From an optimization exercise on the open Yosys and OpenROAD flow, aimed at small area, a short achievable clock period and few clock cycles per item; shortcuts taken in it are not production practice.
RTL that was checked went through simulation tests only; none was proved equivalent to the original.

==> inputs of 01-06 <==
==> flow/design.v <==
package dq_pkg;
  localparam int VALUE_W     = 32;
  localparam int STATUS_W    = 2;
  localparam int OPCODE_W    = 3;
  localparam int CAP_W       = 5;
  localparam int MODE_W      = 2;
  localparam int CFG_INDEX_W = 1;
  localparam int CFG_DATA_W  = CAP_W;
  localparam int DEPTH       = 16;
  localparam int IDX_W       = 4;
  localparam logic [OPCODE_W-1:0] OP_PUSH_REAR  = 3'd0;
  localparam logic [OPCODE_W-1:0] OP_PUSH_FRONT = 3'd1;
  localparam logic [OPCODE_W-1:0] OP_POP_FRONT  = 3'd2;
  localparam logic [OPCODE_W-1:0] OP_POP_REAR   = 3'd3;
  localparam logic [OPCODE_W-1:0] OP_PEEK_FRONT = 3'd4;
  localparam logic [OPCODE_W-1:0] OP_PEEK_REAR  = 3'd5;
  localparam logic [OPCODE_W-1:0] OP_STATUS     = 3'd6;
  localparam logic [STATUS_W-1:0] ST_OK          = 2'd0;
  localparam logic [STATUS_W-1:0] ST_FULL        = 2'd1;
  localparam logic [STATUS_W-1:0] ST_EMPTY       = 2'd2;
  localparam logic [STATUS_W-1:0] ST_NOT_ALLOWED = 2'd3;
  localparam logic [MODE_W-1:0] MODE_INPUT_RESTRICTED  = 2'd0;
  localparam logic [MODE_W-1:0] MODE_OUTPUT_RESTRICTED = 2'd1;
  localparam logic [MODE_W-1:0] MODE_UNRESTRICTED      = 2'd2;
  localparam logic [CFG_INDEX_W-1:0] CFG_CAPACITY         = 1'd0;
  localparam logic [CFG_INDEX_W-1:0] CFG_RESTRICTION_MODE = 1'd1;
  localparam logic [CAP_W-1:0]   CAPACITY_RESET = 5'd16;
  localparam logic [VALUE_W-1:0] EMPTY_READ     = '1;
  typedef struct packed {
    logic [OPCODE_W-1:0]       opcode;
    logic signed [VALUE_W-1:0] push_value;
  } in_item_t;
  typedef struct packed {
    logic signed [VALUE_W-1:0] read_value;
    logic [STATUS_W-1:0]       status;
    logic                      is_empty;
    logic                      is_full;
  } out_item_t;
  typedef struct packed {
    logic accept;    
    logic fire;      
    logic r_load;    
    logic hold_next;  
    logic o_load;    
    logic o_from_s;  
    logic s_load;    
  } ctrl_cmd_t;
endpackage
module dq_ctrl (
  input  logic              clk,
  input  logic              rst,
  input  logic              in_valid,
  output logic              in_stall,
  output logic              out_valid,
  input  logic              out_stall,
  output dq_pkg::ctrl_cmd_t cmd
);
  logic r_v, s_v;
  logic r_v_next, s_v_next;
  logic adv;
  assign adv = !out_valid || !out_stall;
  always_comb begin
    cmd.accept   = in_valid && !in_stall;
    cmd.fire     = cmd.accept;
    cmd.r_load   = !in_stall;
    cmd.hold_next = r_v_next && s_v_next;
    cmd.o_load   = adv;
    cmd.o_from_s = s_v;
    cmd.s_load   = !s_v && !adv;
  end
  always_ff @(posedge clk) begin
    if (rst) begin
      r_v       <= 1'b0;
      s_v       <= 1'b0;
      in_stall  <= 1'b0;
      out_valid <= 1'b0;
    end else begin
      r_v       <= r_v_next;
      s_v       <= s_v_next;
      in_stall  <= cmd.hold_next;
      if (adv) out_valid <= s_v || r_v;
    end
  end
  assign r_v_next = cmd.fire || (r_v && s_v);
  assign s_v_next = !adv && (s_v || r_v);
endmodule
module dq_datapath (
  input  logic                           clk,
  input  logic                           rst,
  input  dq_pkg::ctrl_cmd_t              cmd,
  input  dq_pkg::in_item_t               in_data,
  input  logic                           cfg_write,
  input  logic [dq_pkg::CFG_INDEX_W-1:0] cfg_index,
  input  logic [dq_pkg::CFG_DATA_W-1:0]  cfg_data,
  output dq_pkg::out_item_t              out_data
);
  localparam int DEPTH = dq_pkg::DEPTH;
  localparam int IDX_W = dq_pkg::IDX_W;
  localparam int VW    = dq_pkg::VALUE_W;
  logic [VW-1:0]             mem [DEPTH];
  logic [DEPTH-1:0]          wslot;              
  logic                      w_en;               
  logic [IDX_W-1:0]          front, front_m1;    
  logic [IDX_W-1:0]          tail, tail_m1;      
  logic [4:0]                room;
  logic                      empty, full;
  logic                      cap_all;            
  logic [dq_pkg::MODE_W-1:0] mode;
  logic [DEPTH-1:0]          r_sel;        
  logic                      r_ones;       
  logic [3:0]                r_flags;      
  dq_pkg::out_item_t         skid;
  logic op_push_rear, op_push_front, op_pop_front, op_pop_rear;
  logic op_peek_front, op_peek_rear;
  logic refused;
  logic do_push_rear, do_push_front, do_pop_front, do_pop_rear;
  logic rd_front, rd_rear, rd_empty;
  logic inc, dec;
  logic [1:0] status;
  logic empty_n, full_n;
  logic [DEPTH-1:0] dec_front, dec_tail_m1;
  always_comb begin
    op_push_rear  = in_data.opcode == dq_pkg::OP_PUSH_REAR;
    op_push_front = in_data.opcode == dq_pkg::OP_PUSH_FRONT;
    op_pop_front  = in_data.opcode == dq_pkg::OP_POP_FRONT;
    op_pop_rear   = in_data.opcode == dq_pkg::OP_POP_REAR;
    op_peek_front = in_data.opcode == dq_pkg::OP_PEEK_FRONT;
    op_peek_rear  = in_data.opcode == dq_pkg::OP_PEEK_REAR;
    refused = (op_push_front && mode == dq_pkg::MODE_INPUT_RESTRICTED) ||
              (op_pop_rear && mode == dq_pkg::MODE_OUTPUT_RESTRICTED);
    do_push_rear  = op_push_rear && !full;
    do_push_front = op_push_front && !refused && !full;
    do_pop_front  = op_pop_front && !empty;
    do_pop_rear   = op_pop_rear && !refused && !empty;
    rd_front      = (op_pop_front || op_peek_front) && !empty;
    rd_rear       = ((op_pop_rear && !refused) || op_peek_rear) && !empty;
    rd_empty      = (op_pop_front || op_peek_front || op_peek_rear ||
                     (op_pop_rear && !refused)) && empty;
    inc = do_push_rear || do_push_front;
    dec = do_pop_front || do_pop_rear;
    if (refused) begin
      status = dq_pkg::ST_NOT_ALLOWED;
    end else if ((op_push_rear || op_push_front) && full) begin
      status = dq_pkg::ST_FULL;
    end else if (rd_empty) begin
      status = dq_pkg::ST_EMPTY;
    end else begin
      status = dq_pkg::ST_OK;
    end
    empty_n = inc ? 1'b0 : (dec ? (tail_m1 == front) : empty);
    full_n  = dec ? 1'b0 : (inc ? (room == 5'd1) : full);
    for (int i = 0; i < DEPTH; i++) begin
      dec_front[i]   = front == IDX_W'(i);
      dec_tail_m1[i] = tail_m1 == IDX_W'(i);
    end
  end
  logic [4:0]       cap_wr;
  logic             cfg_cap, cfg_mode;
  logic [IDX_W-1:0] front_n, front_m1_n, tail_n, tail_m1_n;
  logic [4:0]       room_n;
  logic             empty_nx, full_nx;
  logic [DEPTH-1:0] wslot_n;
  logic             w_en_n;
  always_comb begin
    if (cfg_data == 5'd0)      cap_wr = 5'd1;
    else if (cfg_data > 5'd16) cap_wr = 5'd16;
    else                       cap_wr = cfg_data;
    cfg_cap  = cfg_write && cfg_index == dq_pkg::CFG_CAPACITY;
    cfg_mode = cfg_write && cfg_index == dq_pkg::CFG_RESTRICTION_MODE;
    front_n    = front;
    front_m1_n = front_m1;
    tail_n     = tail;
    tail_m1_n  = tail_m1;
    room_n     = room;
    empty_nx   = empty;
    full_nx    = full;
    if (cmd.fire) begin
      if (do_push_rear) begin
        tail_n    = tail + 1'b1;
        tail_m1_n = tail;
      end
      if (do_push_front) begin
        front_n    = front_m1;
        front_m1_n = front_m1 - 1'b1;
      end
      if (do_pop_front) begin
        front_n    = front + 1'b1;
        front_m1_n = front;
      end
      if (do_pop_rear) begin
        tail_n    = tail_m1;
        tail_m1_n = tail_m1 - 1'b1;
      end
      if (inc) room_n = room - 1'b1;
      if (dec) room_n = room + 1'b1;
      empty_nx = empty_n;
      full_nx  = full_n;
    end
    if (cfg_cap) begin
      front_n    = '0;
      front_m1_n = '1;
      tail_n     = '0;
      tail_m1_n  = '1;
      room_n     = cap_wr;
      empty_nx   = 1'b1;
      full_nx    = 1'b0;
    end
  end
  logic [DEPTH-1:0] dec_tail, dec_front_m1;
  logic             t_keep, t_up, t_down, f_keep, f_up, f_down;
  always_comb begin
    for (int i = 0; i < DEPTH; i++) begin
      dec_tail[i]     = tail == IDX_W'(i);
      dec_front_m1[i] = front_m1 == IDX_W'(i);
    end
    t_up   = cmd.fire && do_push_rear;
    t_down = cmd.fire && do_pop_rear;
    t_keep = !t_up && !t_down;
    f_down = cmd.fire && do_push_front;
    f_up   = cmd.fire && do_pop_front;
    f_keep = !f_up && !f_down;
    w_en_n = !(full_nx && cap_all) && !cmd.hold_next;
    for (int i = 0; i < DEPTH; i++) begin
      wslot_n[i] = cfg_cap ? (i == 0 || i == DEPTH - 1) :
                   ((t_keep && dec_tail[i]) ||
                    (t_up   && dec_tail[(i + DEPTH - 1) % DEPTH]) ||
                    (t_down && dec_tail[(i + 1) % DEPTH]) ||
                    (f_keep && dec_front_m1[i]) ||
                    (f_up   && dec_front_m1[(i + DEPTH - 1) % DEPTH]) ||
                    (f_down && dec_front_m1[(i + 1) % DEPTH]));
    end
  end
  always_ff @(posedge clk) begin
    if (rst) begin
      front    <= '0;
      front_m1 <= '1;
      tail     <= '0;
      tail_m1  <= '1;
      room     <= dq_pkg::CAPACITY_RESET;
      cap_all  <= 1'b1;
      empty    <= 1'b1;
      full     <= 1'b0;
      mode     <= dq_pkg::MODE_UNRESTRICTED;
      wslot    <= DEPTH'(1) | (DEPTH'(1) << (DEPTH - 1));
      w_en     <= 1'b1;
    end else begin
      front    <= front_n;
      front_m1 <= front_m1_n;
      tail     <= tail_n;
      tail_m1  <= tail_m1_n;
      room     <= room_n;
      if (cfg_cap) cap_all <= cap_wr == 5'(DEPTH);
      empty    <= empty_nx;
      full     <= full_nx;
      wslot    <= wslot_n;
      w_en     <= w_en_n;
      if (cfg_mode) mode <= cfg_data[dq_pkg::MODE_W-1:0];
    end
  end
  always_ff @(posedge clk) begin
    for (int i = 0; i < DEPTH; i++) begin
      if (w_en && wslot[i]) mem[i] <= in_data.push_value;
    end
  end
  always_ff @(posedge clk) begin
    if (cmd.r_load) begin
      r_sel   <= ({DEPTH{rd_front}} & dec_front) | ({DEPTH{rd_rear}} & dec_tail_m1);
      r_ones  <= rd_empty;
      r_flags <= {status, empty_n, full_n};
    end
  end
  dq_pkg::out_item_t rres;
  logic [DEPTH-1:0]  r_sel_q;
  always_comb begin
    r_sel_q         = r_sel & {DEPTH{!cmd.o_from_s}};
    rres.read_value = {VW{r_ones && !cmd.o_from_s}} |
                      ({VW{cmd.o_from_s}} & skid.read_value);
    for (int i = 0; i < DEPTH; i++) begin
      rres.read_value = rres.read_value | ({VW{r_sel_q[i]}} & mem[i]);
    end
    {rres.status, rres.is_empty, rres.is_full} =
      cmd.o_from_s ? {skid.status, skid.is_empty, skid.is_full} : r_flags;
  end
  always_ff @(posedge clk) begin
    if (cmd.s_load) skid <= rres;
    if (cmd.o_load) out_data <= rres;
  end
endmodule
module circular_deque #(
  parameter int DEPTH = 16
) (
  input  logic                           clk,
  input  logic                           rst,
  input  logic                           in_valid,
  output logic                           in_stall,
  input  dq_pkg::in_item_t               in_data,
  output logic                           out_valid,
  input  logic                           out_stall,
  output dq_pkg::out_item_t              out_data,
  input  logic                           cfg_write,
  input  logic [dq_pkg::CFG_INDEX_W-1:0] cfg_index,
  input  logic [dq_pkg::CFG_DATA_W-1:0]  cfg_data
);
  dq_pkg::ctrl_cmd_t cmd;
  dq_ctrl u_ctrl (
    .clk       (clk),
    .rst       (rst),
    .in_valid  (in_valid),
    .in_stall  (in_stall),
    .out_valid (out_valid),
    .out_stall (out_stall),
    .cmd       (cmd)
  );
  dq_datapath u_datapath (
    .clk       (clk),
    .rst       (rst),
    .cmd       (cmd),
    .in_data   (in_data),
    .cfg_write (cfg_write),
    .cfg_index (cfg_index),
    .cfg_data  (cfg_data),
    .out_data  (out_data)
  );
endmodule
==> flow/run.sh <==
#!/bin/bash
# synth_recipe.tcl (not shown) runs the flow's synth.tcl, then flattens the netlist and writes it again
# the make line also repeats each setting of config.mk as NAME=value (left out here)
make -C /OpenROAD-flow-scripts/flow DESIGN_CONFIG=/design/flow/config.mk WORK_HOME=/design/flow/orfs CLKGATE_MAP_FILE= SYNTH_SCRIPT=/design/flow/synth_recipe.tcl finish
==> flow/config.mk <==
export PLATFORM = sky130hd
export DESIGN_NAME = circular_deque
export DESIGN_NICKNAME = circular_deque
export VERILOG_FILES = /design/flow/design.v
export SDC_FILE = /design/flow/constraint.sdc
export NUM_CORES = 4
export LEC_CHECK = 0
export CAP_MARGIN = 20
export CORE_MARGIN = 2
export CORE_UTILIZATION = 55
export CTS_CLUSTER_DIAMETER = 80
export CTS_CLUSTER_SIZE = 30
export SETUP_SLACK_MARGIN = 2.4
export SLEW_MARGIN = 20
==> flow/constraint.sdc <==
create_clock -name core_clock -period 4.5 [get_ports {clk}]
set_input_delay 0.9000 -clock core_clock [delete_from_list [all_inputs] [get_ports {clk}]]
set_output_delay 0.9000 -clock core_clock [all_outputs]
set_load 0.01 [all_outputs]
==> 06-17: changes against 01-06 <==
--- a/flow/design.v
+++ b/flow/design.v
@@ -40,10 +40,8 @@
     logic accept;    
     logic fire;      
     logic r_load;    
-    logic hold_next;  
+    logic hold;      
     logic o_load;    
-    logic o_from_s;  
-    logic s_load;    
   } ctrl_cmd_t;
 endpackage
 module dq_ctrl (
@@ -55,34 +53,26 @@
   input  logic              out_stall,
   output dq_pkg::ctrl_cmd_t cmd
 );
-  logic r_v, s_v;
-  logic r_v_next, s_v_next;
+  logic r_v;
   logic adv;
-  assign adv = !out_valid || !out_stall;
+  assign adv      = !out_valid || !out_stall;
+  assign in_stall = out_stall;
   always_comb begin
-    cmd.accept   = in_valid && !in_stall;
-    cmd.fire     = cmd.accept;
-    cmd.r_load   = !in_stall;
-    cmd.hold_next = r_v_next && s_v_next;
-    cmd.o_load   = adv;
-    cmd.o_from_s = s_v;
-    cmd.s_load   = !s_v && !adv;
+    cmd.accept = in_valid && !out_stall;
+    cmd.fire   = cmd.accept;
+    cmd.r_load = !out_stall;
+    cmd.hold   = out_stall;
+    cmd.o_load = adv;
   end
   always_ff @(posedge clk) begin
     if (rst) begin
       r_v       <= 1'b0;
-      s_v       <= 1'b0;
-      in_stall  <= 1'b0;
       out_valid <= 1'b0;
     end else begin
-      r_v       <= r_v_next;
-      s_v       <= s_v_next;
-      in_stall  <= cmd.hold_next;
-      if (adv) out_valid <= s_v || r_v;
+      r_v <= cmd.fire || (r_v && !adv);
+      if (adv) out_valid <= r_v;
     end
   end
-  assign r_v_next = cmd.fire || (r_v && s_v);
-  assign s_v_next = !adv && (s_v || r_v);
 endmodule
 module dq_datapath (
   input  logic                           clk,
@@ -95,13 +85,11 @@
   output dq_pkg::out_item_t              out_data
 );
   localparam int DEPTH = dq_pkg::DEPTH;
-  localparam int IDX_W = dq_pkg::IDX_W;
   localparam int VW    = dq_pkg::VALUE_W;
   logic [VW-1:0]             mem [DEPTH];
-  logic [DEPTH-1:0]          wslot;              
+  logic [DEPTH-1:0]          tail;               
+  logic [DEPTH-1:0]          front_m1;           
   logic                      w_en;               
-  logic [IDX_W-1:0]          front, front_m1;    
-  logic [IDX_W-1:0]          tail, tail_m1;      
   logic [4:0]                room;
   logic                      empty, full;
   logic                      cap_all;            
@@ -109,7 +97,6 @@
   logic [DEPTH-1:0]          r_sel;        
   logic                      r_ones;       
   logic [3:0]                r_flags;      
-  dq_pkg::out_item_t         skid;
   logic op_push_rear, op_push_front, op_pop_front, op_pop_rear;
   logic op_peek_front, op_peek_rear;
   logic refused;
@@ -119,6 +106,7 @@
   logic [1:0] status;
   logic empty_n, full_n;
   logic [DEPTH-1:0] dec_front, dec_tail_m1;
+  logic             one_left;
   always_comb begin
     op_push_rear  = in_data.opcode == dq_pkg::OP_PUSH_REAR;
     op_push_front = in_data.opcode == dq_pkg::OP_PUSH_FRONT;
@@ -147,19 +135,21 @@
     end else begin
       status = dq_pkg::ST_OK;
     end
-    empty_n = inc ? 1'b0 : (dec ? (tail_m1 == front) : empty);
+    one_left = 1'b0;
+    for (int i = 0; i < DEPTH; i++) begin
+      one_left = one_left || (tail[i] && front_m1[(i + DEPTH - 2) % DEPTH]);
+    end
+    empty_n = inc ? 1'b0 : (dec ? one_left : empty);
     full_n  = dec ? 1'b0 : (inc ? (room == 5'd1) : full);
     for (int i = 0; i < DEPTH; i++) begin
-      dec_front[i]   = front == IDX_W'(i);
-      dec_tail_m1[i] = tail_m1 == IDX_W'(i);
+      dec_front[i]   = front_m1[(i + DEPTH - 1) % DEPTH];
+      dec_tail_m1[i] = tail[(i + 1) % DEPTH];
     end
   end
   logic [4:0]       cap_wr;
   logic             cfg_cap, cfg_mode;
-  logic [IDX_W-1:0] front_n, front_m1_n, tail_n, tail_m1_n;
   logic [4:0]       room_n;
   logic             empty_nx, full_nx;
-  logic [DEPTH-1:0] wslot_n;
   logic             w_en_n;
   always_comb begin
     if (cfg_data == 5'd0)      cap_wr = 5'd1;
@@ -167,99 +157,68 @@
     else                       cap_wr = cfg_data;
     cfg_cap  = cfg_write && cfg_index == dq_pkg::CFG_CAPACITY;
     cfg_mode = cfg_write && cfg_index == dq_pkg::CFG_RESTRICTION_MODE;
-    front_n    = front;
-    front_m1_n = front_m1;
-    tail_n     = tail;
-    tail_m1_n  = tail_m1;
     room_n     = room;
     empty_nx   = empty;
     full_nx    = full;
     if (cmd.fire) begin
-      if (do_push_rear) begin
-        tail_n    = tail + 1'b1;
-        tail_m1_n = tail;
-      end
-      if (do_push_front) begin
-        front_n    = front_m1;
-        front_m1_n = front_m1 - 1'b1;
-      end
-      if (do_pop_front) begin
-        front_n    = front + 1'b1;
-        front_m1_n = front;
-      end
-      if (do_pop_rear) begin
-        tail_n    = tail_m1;
-        tail_m1_n = tail_m1 - 1'b1;
-      end
       if (inc) room_n = room - 1'b1;
       if (dec) room_n = room + 1'b1;
       empty_nx = empty_n;
       full_nx  = full_n;
     end
     if (cfg_cap) begin
-      front_n    = '0;
-      front_m1_n = '1;
-      tail_n     = '0;
-      tail_m1_n  = '1;
       room_n     = cap_wr;
       empty_nx   = 1'b1;
       full_nx    = 1'b0;
     end
   end
-  logic [DEPTH-1:0] dec_tail, dec_front_m1;
+  localparam logic [DEPTH-1:0] TAIL_RESET     = DEPTH'(1);
+  localparam logic [DEPTH-1:0] FRONT_M1_RESET = DEPTH'(1) << (DEPTH - 1);
+  logic [DEPTH-1:0] tail_n, front_m1_n;
   logic             t_keep, t_up, t_down, f_keep, f_up, f_down;
   always_comb begin
-    for (int i = 0; i < DEPTH; i++) begin
-      dec_tail[i]     = tail == IDX_W'(i);
-      dec_front_m1[i] = front_m1 == IDX_W'(i);
-    end
     t_up   = cmd.fire && do_push_rear;
     t_down = cmd.fire && do_pop_rear;
     t_keep = !t_up && !t_down;
     f_down = cmd.fire && do_push_front;
     f_up   = cmd.fire && do_pop_front;
     f_keep = !f_up && !f_down;
-    w_en_n = !(full_nx && cap_all) && !cmd.hold_next;
+    w_en_n = !(full_nx && cap_all);
     for (int i = 0; i < DEPTH; i++) begin
-      wslot_n[i] = cfg_cap ? (i == 0 || i == DEPTH - 1) :
-                   ((t_keep && dec_tail[i]) ||
-                    (t_up   && dec_tail[(i + DEPTH - 1) % DEPTH]) ||
-                    (t_down && dec_tail[(i + 1) % DEPTH]) ||
-                    (f_keep && dec_front_m1[i]) ||
-                    (f_up   && dec_front_m1[(i + DEPTH - 1) % DEPTH]) ||
-                    (f_down && dec_front_m1[(i + 1) % DEPTH]));
+      tail_n[i]     = cfg_cap ? TAIL_RESET[i] :
+                      ((t_keep && tail[i]) ||
+                       (t_up   && tail[(i + DEPTH - 1) % DEPTH]) ||
+                       (t_down && tail[(i + 1) % DEPTH]));
+      front_m1_n[i] = cfg_cap ? FRONT_M1_RESET[i] :
+                      ((f_keep && front_m1[i]) ||
+                       (f_up   && front_m1[(i + DEPTH - 1) % DEPTH]) ||
+                       (f_down && front_m1[(i + 1) % DEPTH]));
     end
   end
   always_ff @(posedge clk) begin
     if (rst) begin
-      front    <= '0;
-      front_m1 <= '1;
-      tail     <= '0;
-      tail_m1  <= '1;
+      tail     <= TAIL_RESET;
+      front_m1 <= FRONT_M1_RESET;
       room     <= dq_pkg::CAPACITY_RESET;
       cap_all  <= 1'b1;
       empty    <= 1'b1;
       full     <= 1'b0;
       mode     <= dq_pkg::MODE_UNRESTRICTED;
-      wslot    <= DEPTH'(1) | (DEPTH'(1) << (DEPTH - 1));
       w_en     <= 1'b1;
     end else begin
-      front    <= front_n;
-      front_m1 <= front_m1_n;
       tail     <= tail_n;
-      tail_m1  <= tail_m1_n;
+      front_m1 <= front_m1_n;
       room     <= room_n;
       if (cfg_cap) cap_all <= cap_wr == 5'(DEPTH);
       empty    <= empty_nx;
       full     <= full_nx;
-      wslot    <= wslot_n;
       w_en     <= w_en_n;
       if (cfg_mode) mode <= cfg_data[dq_pkg::MODE_W-1:0];
     end
   end
   always_ff @(posedge clk) begin
     for (int i = 0; i < DEPTH; i++) begin
-      if (w_en && wslot[i]) mem[i] <= in_data.push_value;
+      if (w_en && !cmd.hold && (tail[i] || front_m1[i])) mem[i] <= in_data.push_value;
     end
   end
   always_ff @(posedge clk) begin
@@ -270,19 +229,14 @@
     end
   end
   dq_pkg::out_item_t rres;
-  logic [DEPTH-1:0]  r_sel_q;
   always_comb begin
-    r_sel_q         = r_sel & {DEPTH{!cmd.o_from_s}};
-    rres.read_value = {VW{r_ones && !cmd.o_from_s}} |
-                      ({VW{cmd.o_from_s}} & skid.read_value);
+    rres.read_value = {VW{r_ones}};
     for (int i = 0; i < DEPTH; i++) begin
-      rres.read_value = rres.read_value | ({VW{r_sel_q[i]}} & mem[i]);
+      rres.read_value = rres.read_value | ({VW{r_sel[i]}} & mem[i]);
     end
-    {rres.status, rres.is_empty, rres.is_full} =
-      cmd.o_from_s ? {skid.status, skid.is_empty, skid.is_full} : r_flags;
+    {rres.status, rres.is_empty, rres.is_full} = r_flags;
   end
   always_ff @(posedge clk) begin
-    if (cmd.s_load) skid <= rres;
     if (cmd.o_load) out_data <= rres;
   end
 endmodule
CORE_UTILIZATION = 65   (was 55)
GPL_TIMING_DRIVEN = 0   (was not set)
PLACE_DENSITY = 0.8   (was not set)
==> 11-10: changes against 01-06 <==
CTS_CLUSTER_DIAMETER = 70   (was 80)
CTS_CLUSTER_SIZE = 24   (was 30)
==> comparison <==
- 01-06 completed with no timing, DRC or antenna violations. 06-17 finished clean. 11-10 passed the timing, design-rule and antenna checks.
- Of 11-10 and 01-06, 01-06 has the higher register-to-register slack (gap 0.23 ns).
- Against 01-06, the maximum frequency of 11-10 is lower by about 9%.
- Of 11-10 and 06-17, 11-10 has the higher final area (gap about 12%, measured against 06-17).
- The lowest wire length belongs to 06-17, the highest to 11-10.
Testbench counts of 06-17, summed over its fixed seeds: cycles 19,264, items 19,200.
Only the layout flow was run in 01-06 and 11-10; the RTL was not checked for function there.

==> port drivers added, routing unchanged <==
The flow's constraints put no driver on any port. The routed layouts listed below were extracted and timed again, unchanged, in two steps.
Step 1 sets driving cells, clkbuf_16 on the clock port and buf_2 on the other inputs (assumed; they add their load-dependent delay and slew).
Step 2 also shifts input and output timing later by t, the mid clock arrival at the registers, as if the neighbouring blocks saw the same clock.
Three values: no drivers, after step 1, after step 2; two values: the first two.
| run | t, ns | setup slack, ns | worst setup path after step 2 | clock arrival spread, ns | pins driven straight from the clock port |
|---|---|---|---|---|---|
| 01-06 | 0.672 | 2.339 / 2.278 / 1.826 | input to register | 0.026 / 0.026 | 1 |
| 06-17 | 0.625 | 2.368 / 2.322 / 1.848 | input to register | 0.017 / 0.017 | 1 |
| 11-10 | 0.626 | 2.128 / 2.128 / 1.843 | input to register | 0.024 / 0.024 | 1 |
After both steps every run listed still meets setup and hold. The setup slack of 06-17, which loses most, moves by -0.046 ns with the drivers and by -0.520 ns with both steps.
